What follows belongs to an exercise in optimizing a design on an open flow for small area, a short achievable clock period and few clock cycles per item; a production flow would make more cautious choices. Only simulation tests tie the RTL to the original design; equivalence was not proved. No activity file was given, so power comes from the tool's default toggle rates.

<file path="design/flow/constraint.sdc">
create_clock -name core_clock -period 6.0 [get_ports {aclk}]
set_input_delay 1.2000 -clock core_clock [delete_from_list [all_inputs] [get_ports {aclk}]]
set_output_delay 1.2000 -clock core_clock [all_outputs]
set_load 0.01 [all_outputs]
</file>
<file path="design/flow/design.v">
package bhkt_pkg;
    localparam int BUCKETS  = 16;    
    localparam int WAYS     = 4;
    localparam int KEY_W    = 31;
    localparam int BUCKET_W = (BUCKETS > 1) ? $clog2(BUCKETS) : 1;
    localparam int TAG_W    = KEY_W - BUCKET_W;   
    localparam int FILL_W   = $clog2(WAYS + 1);
    localparam logic [1:0] REQ_INSERT = 2'd0;
    localparam logic [1:0] REQ_DELETE = 2'd1;
    localparam logic [2:0] ST_INSERTED  = 3'd0;
    localparam logic [2:0] ST_DELETED   = 3'd1;
    localparam logic [2:0] ST_FOUND     = 3'd2;
    localparam logic [2:0] ST_NOT_FOUND = 3'd3;
    localparam logic [2:0] ST_FULL      = 3'd4;
endpackage
module bucketed_hash_key_table_core (
    input  logic        aclk,
    input  logic        aresetn,
    input  logic        s_valid,
    output logic        s_ready,
    input  logic [1:0]  s_req_type,
    input  logic [30:0] s_key_value,
    output logic        m_valid,
    input  logic        m_ready,
    output logic [2:0]  m_status
);
    localparam int BUCKETS  = bhkt_pkg::BUCKETS;
    localparam int WAYS     = bhkt_pkg::WAYS;
    localparam int KEY_W    = bhkt_pkg::KEY_W;
    localparam int BUCKET_W = bhkt_pkg::BUCKET_W;
    localparam int TAG_W    = bhkt_pkg::TAG_W;
    localparam int FILL_W   = bhkt_pkg::FILL_W;
    localparam logic [1:0] REQ_INSERT   = bhkt_pkg::REQ_INSERT;
    localparam logic [1:0] REQ_DELETE   = bhkt_pkg::REQ_DELETE;
    localparam logic [2:0] ST_INSERTED  = bhkt_pkg::ST_INSERTED;
    localparam logic [2:0] ST_DELETED   = bhkt_pkg::ST_DELETED;
    localparam logic [2:0] ST_FOUND     = bhkt_pkg::ST_FOUND;
    localparam logic [2:0] ST_NOT_FOUND = bhkt_pkg::ST_NOT_FOUND;
    localparam logic [2:0] ST_FULL      = bhkt_pkg::ST_FULL;
    localparam int OUTQ = 5;
    logic [TAG_W-1:0]   tag_q  [BUCKETS][WAYS];
    logic [FILL_W-1:0]  fill_q [BUCKETS];
    logic               s_ready_reg;
    logic               s_accept;
    logic               r_valid, x1_valid, x2_valid;
    logic [1:0]         r_type, x1_type;
    logic [KEY_W-1:0]   r_key, x1_key;
    logic [BUCKETS-1:0] r_oh;            
    logic               r_same2;         
    logic               x1_same2;        
    logic [TAG_W-1:0]   x1_row [WAYS];
    logic [WAYS-1:0]    x1_v;            
    logic [TAG_W-1:0]   x2_tag;
    logic [BUCKETS-1:0] x2_oh;           
    logic [TAG_W-1:0]   x2_row [WAYS];   
    logic               x2_ins;          
    logic [WAYS-1:0]    x2_we;           
    logic               x2_fill_we;
    logic [FILL_W-1:0]  x2_fill;         
    logic [WAYS-1:0]    x2_vn;           
    logic [2:0]         x2_status;
    assign s_accept = s_valid && s_ready_reg;
    always_ff @(posedge aclk) begin
        r_type  <= s_req_type;
        r_key   <= s_key_value;
        r_same2 <= (s_key_value[BUCKET_W-1:0] == x1_key[BUCKET_W-1:0]);
        for (int b = 0; b < BUCKETS; b++) r_oh[b] <= (s_key_value[BUCKET_W-1:0] == BUCKET_W'(b));
    end
    logic [TAG_W-1:0]   wdata [WAYS];
    always_comb begin
        for (int w = 0; w < WAYS; w++)
            wdata[w] = (x2_ins || w == WAYS-1) ? x2_tag : x2_row[(w+1) % WAYS];
    end
    always_ff @(posedge aclk) begin
        for (int b = 0; b < BUCKETS; b++) begin
            for (int w = 0; w < WAYS; w++) begin
                if (x2_we[w] && x2_oh[b]) tag_q[b][w] <= wdata[w];
            end
        end
    end
    always_ff @(posedge aclk) begin
        if (!aresetn) begin
            for (int b = 0; b < BUCKETS; b++) fill_q[b] <= '0;
        end else begin
            for (int b = 0; b < BUCKETS; b++) begin
                if (x2_fill_we && x2_oh[b]) fill_q[b] <= x2_fill;
            end
        end
    end
    logic [FILL_W-1:0] r_fill;
    logic [TAG_W-1:0]  r_row [WAYS];
    logic              fwd_r;        
    always_comb begin
        r_fill = '0;
        for (int w = 0; w < WAYS; w++) r_row[w] = '0;
        for (int b = 0; b < BUCKETS; b++) begin
            r_fill = r_fill | (fill_q[b] & {FILL_W{r_oh[b]}});
            for (int w = 0; w < WAYS; w++) r_row[w] = r_row[w] | (tag_q[b][w] & {TAG_W{r_oh[b]}});
        end
    end
    assign fwd_r = x2_valid && r_same2;
    always_ff @(posedge aclk) begin
        x1_type  <= r_type;
        x1_key   <= r_key;
        x1_same2 <= (r_key[BUCKET_W-1:0] == x1_key[BUCKET_W-1:0]);
        for (int w = 0; w < WAYS; w++) begin
            x1_row[w] <= (fwd_r && x2_we[w]) ? wdata[w] : r_row[w];
        end
        if (fwd_r && x2_fill_we) begin
            x1_v <= x2_vn;
        end else begin
            for (int w = 0; w < WAYS; w++) x1_v[w] <= (FILL_W'(w) < r_fill);
        end
    end
    logic [TAG_W-1:0]  x1_tag;
    logic              fwd_1;        
    logic [WAYS-1:0]   c;            
    logic              k;            
    logic [WAYS-1:0]   eq, v, match, pmatch, ins_pos, we;
    logic [TAG_W-1:0]  row [WAYS];
    logic              is_ins, is_del, full, found, fill_we;
    logic [WAYS-1:0]   vn;
    logic [FILL_W-1:0] fill_n;
    logic [2:0]        status;
    assign x1_tag = x1_key[KEY_W-1:BUCKET_W];
    assign fwd_1  = x2_valid && x1_same2;
    assign is_ins = (x1_type == REQ_INSERT);
    assign is_del = (x1_type == REQ_DELETE);
    always_comb begin
        for (int w = 0; w < WAYS; w++) c[w] = (x1_row[w] == x1_tag);
        k = (x2_tag == x1_tag);
        for (int w = 0; w < WAYS; w++) begin
            if (fwd_1 && x2_we[w]) begin
                eq[w]  = (x2_ins || w == WAYS-1) ? k : c[(w+1) % WAYS];
                row[w] = wdata[w];
            end else begin
                eq[w]  = c[w];
                row[w] = x1_row[w];
            end
        end
        v = (fwd_1 && x2_fill_we) ? x2_vn : x1_v;
        full  = v[WAYS-1];
        match = v & eq;
        pmatch[0] = match[0];
        for (int w = 1; w < WAYS; w++) pmatch[w] = pmatch[w-1] | match[w];
        found = pmatch[WAYS-1];
        ins_pos[0] = !v[0];
        for (int w = 1; w < WAYS; w++) ins_pos[w] = v[w-1] && !v[w];
        for (int w = 0; w < WAYS; w++) begin
            we[w] = x1_valid && ((is_ins && ins_pos[w]) ||
                                 (is_del && pmatch[w] && w != WAYS-1));
        end
        fill_we = x1_valid && ((is_ins && !full) || (is_del && found));
        vn = is_ins ? {v[WAYS-2:0], 1'b1} : {1'b0, v[WAYS-1:1]};
        fill_n = '0;
        for (int w = 0; w < WAYS; w++) begin
            if (vn[w] && (w == WAYS-1 || !vn[(w+1) % WAYS])) fill_n = FILL_W'(w + 1);
        end
        if (is_ins)      status = full ? ST_FULL : ST_INSERTED;
        else if (is_del) status = found ? ST_DELETED : ST_NOT_FOUND;
        else             status = found ? ST_FOUND : ST_NOT_FOUND;
    end
    always_ff @(posedge aclk) begin
        x2_tag     <= x1_tag;
        x2_ins     <= is_ins;
        for (int b = 0; b < BUCKETS; b++) x2_oh[b] <= (x1_key[BUCKET_W-1:0] == BUCKET_W'(b));
        for (int w = 1; w < WAYS; w++) x2_row[w] <= row[w];
        x2_we      <= aresetn ? we : '0;
        x2_fill_we <= aresetn && fill_we;
        x2_fill    <= fill_n;
        x2_vn      <= vn;
        x2_status  <= status;
    end
    logic [2:0]           q [OUTQ];
    logic [OUTQ-1:0]      qv, qv_pop, qv_next;
    logic [OUTQ-1:0]      n_out, n_next;
    logic                 m_valid_reg;
    logic                 pop;
    assign pop     = m_valid_reg && m_ready;
    assign qv_pop  = pop ? {1'b0, qv[OUTQ-1:1]} : qv;
    assign qv_next = x2_valid ? {qv_pop[OUTQ-2:0], 1'b1} : qv_pop;
    always_comb begin
        n_next = n_out;
        if (s_accept && !pop)      n_next = {n_out[OUTQ-2:0], 1'b1};
        else if (!s_accept && pop) n_next = {1'b0, n_out[OUTQ-1:1]};
    end
    always_ff @(posedge aclk) begin
        if (!aresetn) begin
            s_ready_reg <= 1'b1;
            r_valid     <= 1'b0;
            x1_valid    <= 1'b0;
            x2_valid    <= 1'b0;
            qv          <= '0;
            n_out       <= '0;
            m_valid_reg <= 1'b0;
        end else begin
            r_valid     <= s_accept;
            x1_valid    <= r_valid;
            x2_valid    <= x1_valid;
            n_out       <= n_next;
            s_ready_reg <= !n_next[OUTQ-1];
            qv          <= qv_next;
            m_valid_reg <= qv_next[0];
        end
    end
    always_ff @(posedge aclk) begin
        for (int i = 0; i < OUTQ; i++) begin
            if (pop)
                q[i] <= (i < OUTQ-1 && qv[(i+1) % OUTQ]) ? q[(i+1) % OUTQ] : x2_status;
            else
                q[i] <= qv[i] ? q[i] : x2_status;
        end
    end
    assign s_ready  = s_ready_reg;
    assign m_valid  = m_valid_reg;
    assign m_status = q[0];
endmodule
</file>
<file path="design/flow/run.sh">
#!/bin/bash
# synth_recipe.tcl (not shown) runs the flow's synth.tcl, then flattens the netlist and writes it again
# the make line also repeats each setting of config.mk as NAME=value (left out here)
make -C /OpenROAD-flow-scripts/flow DESIGN_CONFIG=/design/flow/config.mk WORK_HOME=/design/flow/orfs CLKGATE_MAP_FILE= SYNTH_SCRIPT=/design/flow/synth_recipe.tcl finish
</file>
<file path="design/flow/config.mk">
export PLATFORM = sky130hd
export DESIGN_NAME = bucketed_hash_key_table_core
export DESIGN_NICKNAME = bucketed_hash_key_table_core
export VERILOG_FILES = /design/flow/design.v
export SDC_FILE = /design/flow/constraint.sdc
export NUM_CORES = 4
export LEC_CHECK = 0
export CAP_MARGIN = 20
export CORE_MARGIN = 2
export CORE_UTILIZATION = 65
export CTS_CLUSTER_DIAMETER = 150
export CTS_CLUSTER_SIZE = 24
export SETUP_SLACK_MARGIN = 3.6
export SLEW_MARGIN = 20
</file>
==> summary.txt <==
Outcome
  • Status: timing/DRC/antenna clean

STA
  • Max Freq: 0.400 GHz
  • Worst-Margin Slew: 1.20 ns
  • Final hold violations: 0
  • Period utilization: 41.7%
  • Slew margin rel.: 19.9%
  • RSZ-0062 raised after global routing: yes
  • Setup Skew: 0.0341 ns
  • Final setup vio count: 0
  • Setup TNS: 0 ns
  • Max-slew violations: 0
  • Tmin final: 2.50 ns

Critical path
  • Worst Path Buf+Inv: 1
  • Worst EP required: 4.80 ns
  • Top delay family on crit path: flip-flops
  • Worst r2r path cells: 2
  • Worst setup path class: flop to output port
  • Crit start category: flop
  • Worst path max stage delay: 0.41 ns
  • R2r endpoint: tag_q[39][8]
  • Worst EP arrival: 1.30 ns
  • Crit end category: output port
  • Register-to-register setup slack: 3.51 ns
  • RR Startpoint: x2_oh[9]
  • Worst setup path end: m_status[2]
  • CP startpoint: q[0][2]
  • Critical path cell sequence: buf_2
  • Number of cells on the critical path: 1
  • Slowest cell on crit path: edfxtp_1
  • Largest fanout on the critical path: 1

Synth
  • Predominant post-synthesis flop cell: edfxtp_1
  • Seq cells post-synth: 2141
  • Syn Area/Cell: 16.4 um^2
  • Post-synthesis cell count: 4680
  • XOR/XNOR share of the synthesized area: 1.65%
  • Cell accounting for the most synthesized area: edfxtp_1
  • Post-synthesis mux area share: 1.24%
  • Area contributors post-synth: edfxtp_1 (68%), dfxtp_1 (11%), a22oi_1 (4.8%), a22o_1 (2.3%), a221oi_1 (2.3%)
  • Complex-gate fraction of the synthesized area: 11.7%
  • Syn. warnings: 9
  • EDFF count, synth: 1731
  • Netlist cell types: 48
  • Top-area cell type share of the netlist area: 67.8%
  • Mapped Area: 76600 um^2
  • Sequential area share after synthesis: 78.5%
  • Synth Area in Simple Gates: 4.87%
  • Largest family of logic cells by synthesized area: compound AO/OA/AOI/OAI gates
  • Adder-Cell Fraction of Synth Area: 0.0327%
  • Mapped Nets: 4719
  • FFs w/ async S/R, synth: 0%

Layout
  • Final net count: 4662
  • Commonest non-fill, non-tap cell in the layout: edfxtp_1
  • Regs by FF count: tag_q (1728), x1_row (108), x2_row (81)
  • Most frequent cells in the layout: edfxtp_1 (1731), a22oi_1 (486), dfxtp_1 (338)
  • Area Growth Syn to Fin: 7.24%
  • # fillers: 7593
  • Layout cell share with drive strength beyond 1: 9.70%
  • Final Instance Count excl. Fillers: 6251
  • Biggest register: tag_q
  • Design area: 82200 um^2
  • Max reg flops: 1728

CTS
  • Htree depth: 3
  • Worst-Skew Late Latency: 0.76 ns
  • Clk root buf: clkbuf_16
  • TritonCTS sink count: 2141
  • Max Root-Sink Buffers: 3
  • CTS Buf Count: 99
  • Cts hold-fix bufs: 0
  • TritonCTS clock tree: built
  • CTS clk-pin slew, worst paths: 0.09 ns

Place
  • GPL Wtd Cong: 0.959
  • Input/output buffers: 41
  • Placed cells: 6037
  • Hpwl dp: 123000 um
  • Placed cell area: 78800 um^2

Global routing
  • Vias in the first global route: 42.7k
  • GRT Total Usage: 38.4%
  • First-pass GRT wire length: 322000 um
  • Largest net degree at the start of global routing: 112
  • Initial antenna violation count: 14
  • Gr ovfl total: 0

Die
  • # rows: 125
  • IO Pins: 42
  • Initial core utilization: 65.8%
  • Die height: 347 um
  • Die area: 121000 um^2
  • Core area: 117000 um^2
  • Die Wd: 347 um

Pwr
  • Leakage power: 26.2 nW
  • Peak supply drop: 0.325 mV
  • Reg power frac: 65.0%
  • Pwr dens: 316 nW/um^2
  • Combinational share of power: 5.2%
  • Switch Pwr: 5.88 mW
  • Clock network fraction of total power: 29.8%
  • Int Pwr: 20.1 mW
  • Switching part of the total: 22.6%

Route
  • Drt first pass iters: 8
  • DRC viols: 0
  • Initial DRC Count: 8080
  • WL/cell: 37.6 um
  • Via count: 45.6k
  • Via/cell ratio: 7.30
  • Total Wirelength: 235000 um
  • Detail Route Antenna Nets: 0

Min path
  • Worst min path class: flop to flop

Flow run
  • Max-Cap Viols: 0
[cell families (layout without fill, tap and decap cells)]
group / Yosys count / count (layout)
DFF: 2141 / 2141
AOI/OAI and AO/OA: 1168 / 1168
and+or+nand+nor: 754 / 754
buffers and inverters: 385 / 415
xor gates and xnor gates: 144 / 144
muxes: 86 / 86
adders and majority gates: 2 / 2
other: 0 / 17
[power groups by stage]
| stage | logic, mW | clock network (mW) | registers [mW] |
|---|---|---|---|
| 6_report | 1.35 | 7.74 | 16.9 |
| 3_3_place_gp | 1.24 | 0 | 17.2 |
| 4_1_cts | 1.29 | 7.74 | 16.9 |
| 5_1_grt | 1.42 | 8.21 | 16.9 |
| 2_1_floorplan | 0.792 | 0 | 16.9 |
| 3_5_place_dp | 1.27 | 0 | 17.2 |
[metrics by stage]
| step | hold WS (ns) | util, % | setup slack, ns | power, mW |
|---|---|---|---|---|
| 5_1_grt | 0.327 | 70.5 | 3.46 | 26.5 |
| 3_5_place_dp | 0.312 | 67.6 | 2.80 | 18.5 |
| 4_1_cts | 0.331 | 70.3 | 3.45 | 25.9 |
| 6_report | 0.332 | 70.5 | 3.50 | 26.0 |
| 2_1_floorplan | 0.310 | - | 3.73 | 17.7 |
| 3_3_place_gp | 0.312 | 67.6 | 2.91 | 18.5 |
[routing by layer]
| metal | vias to the layer above | global-route usage (%) | part of all wire, % |
|---|---|---|---|
| met3 | 464 | 8.81 | 13 |
| li1 | 18400 | - | - |
| met1 | 23500 | 56.2 | 38 |
| met5 | - | 0 | 0.049 |
| met2 | 3260 | 57.7 | 45 |
| met4 | 12 | 13.2 | 3.7 |
[layout make-up]
cell class	instances	area [um^2]	area share (%)
tap	1524	1910	2.32
clock inverter	6	78.8	0.0959
antenna	17	42.5	0.0518
multi-input combinational	2154	15200	18.5
clock buffer	182	2830	3.45
sequential	2141	60400	73.5
timing repair buffer	144	1420	1.73
inverter	83	317	0.385
[synth_stat cells, types with 2 or more instances]
master and number:
nor4_1 29, mux2_2 60, buf_2 43, o21ai_1 2
xor2_1 116, clkbuf_1 201, a22oi_1 486, inv_1 82
a221oi_1 201, nand2_1 149, o211ai_1 4, o21ai_0 82
mux2i_1 22, nor2_1 163, nand2b_1 9, xnor2_1 28
and2_1 66, a41oi_1 45, nor3_1 68, mux2_1 3
o22ai_1 9, nand3_1 135, nand4_1 76, edfxtp_1 1731
a21boi_0 68, o211a_1 3, and3_1 50, a21oi_1 58
a31oi_1 3, dfxtp_1 410, a22o_1 202, and4_1 2
ha_1 2, buf_1 58
[worst min path at each step]
stage               slack [ns]      start          to  cells past startpoint
global placement          0.31  r_key[23]  x1_key[23]                      0
global route              0.33  r_key[26]  x1_key[26]                      0
detailed placement        0.31   r_key[9]   x1_key[9]                      0
floorplan                 0.31  r_key[10]  x1_key[10]                      0
finish                    0.33   r_key[9]   x1_key[9]                      0
CTS                       0.33   r_key[9]   x1_key[9]                      0
[timing repair]
action / in CTS / in global routing
pin swaps: 1 / 2
gates resized for setup: 99 / 43
buffers inserted: 5 / 3
setup endpoints to repair: 584 / 68
hold endpoints to repair: 0 / 0
Testbench counts, summed over its fixed seeds: cycles 24,032, items 24,000.

## port drivers added, routing unchanged
How much do the figures lean on ideal ports? The routed layout below was timed once more, with nothing changed but the port constraints.
Step 1: set_driving_cell puts a clkbuf_16 on aclk and a buf_2 on each other input, an assumption about the parent block.
Step 2, shift: input delay + t, output delay - t, t = (earliest + latest rising clock arrival at the registers) / 2. This alone moves slack from input paths to output paths.
a / b / c = ideal ports / drivers / drivers and shift; a / b = the first two.
t, ns: 0.814
setup WS [ns]: 3.497 / 3.423 / 3.036
worst hold slack (ns): 0.332 / 0.332 / 0.332
slew at the worst register clock pin (ns): 0.11 / 0.11
cell pins on the clock port's net: 1
After both steps this run still meets setup and hold. For this run, drivers alone change the setup slack by -0.074 ns; drivers and shift together by -0.461 ns.
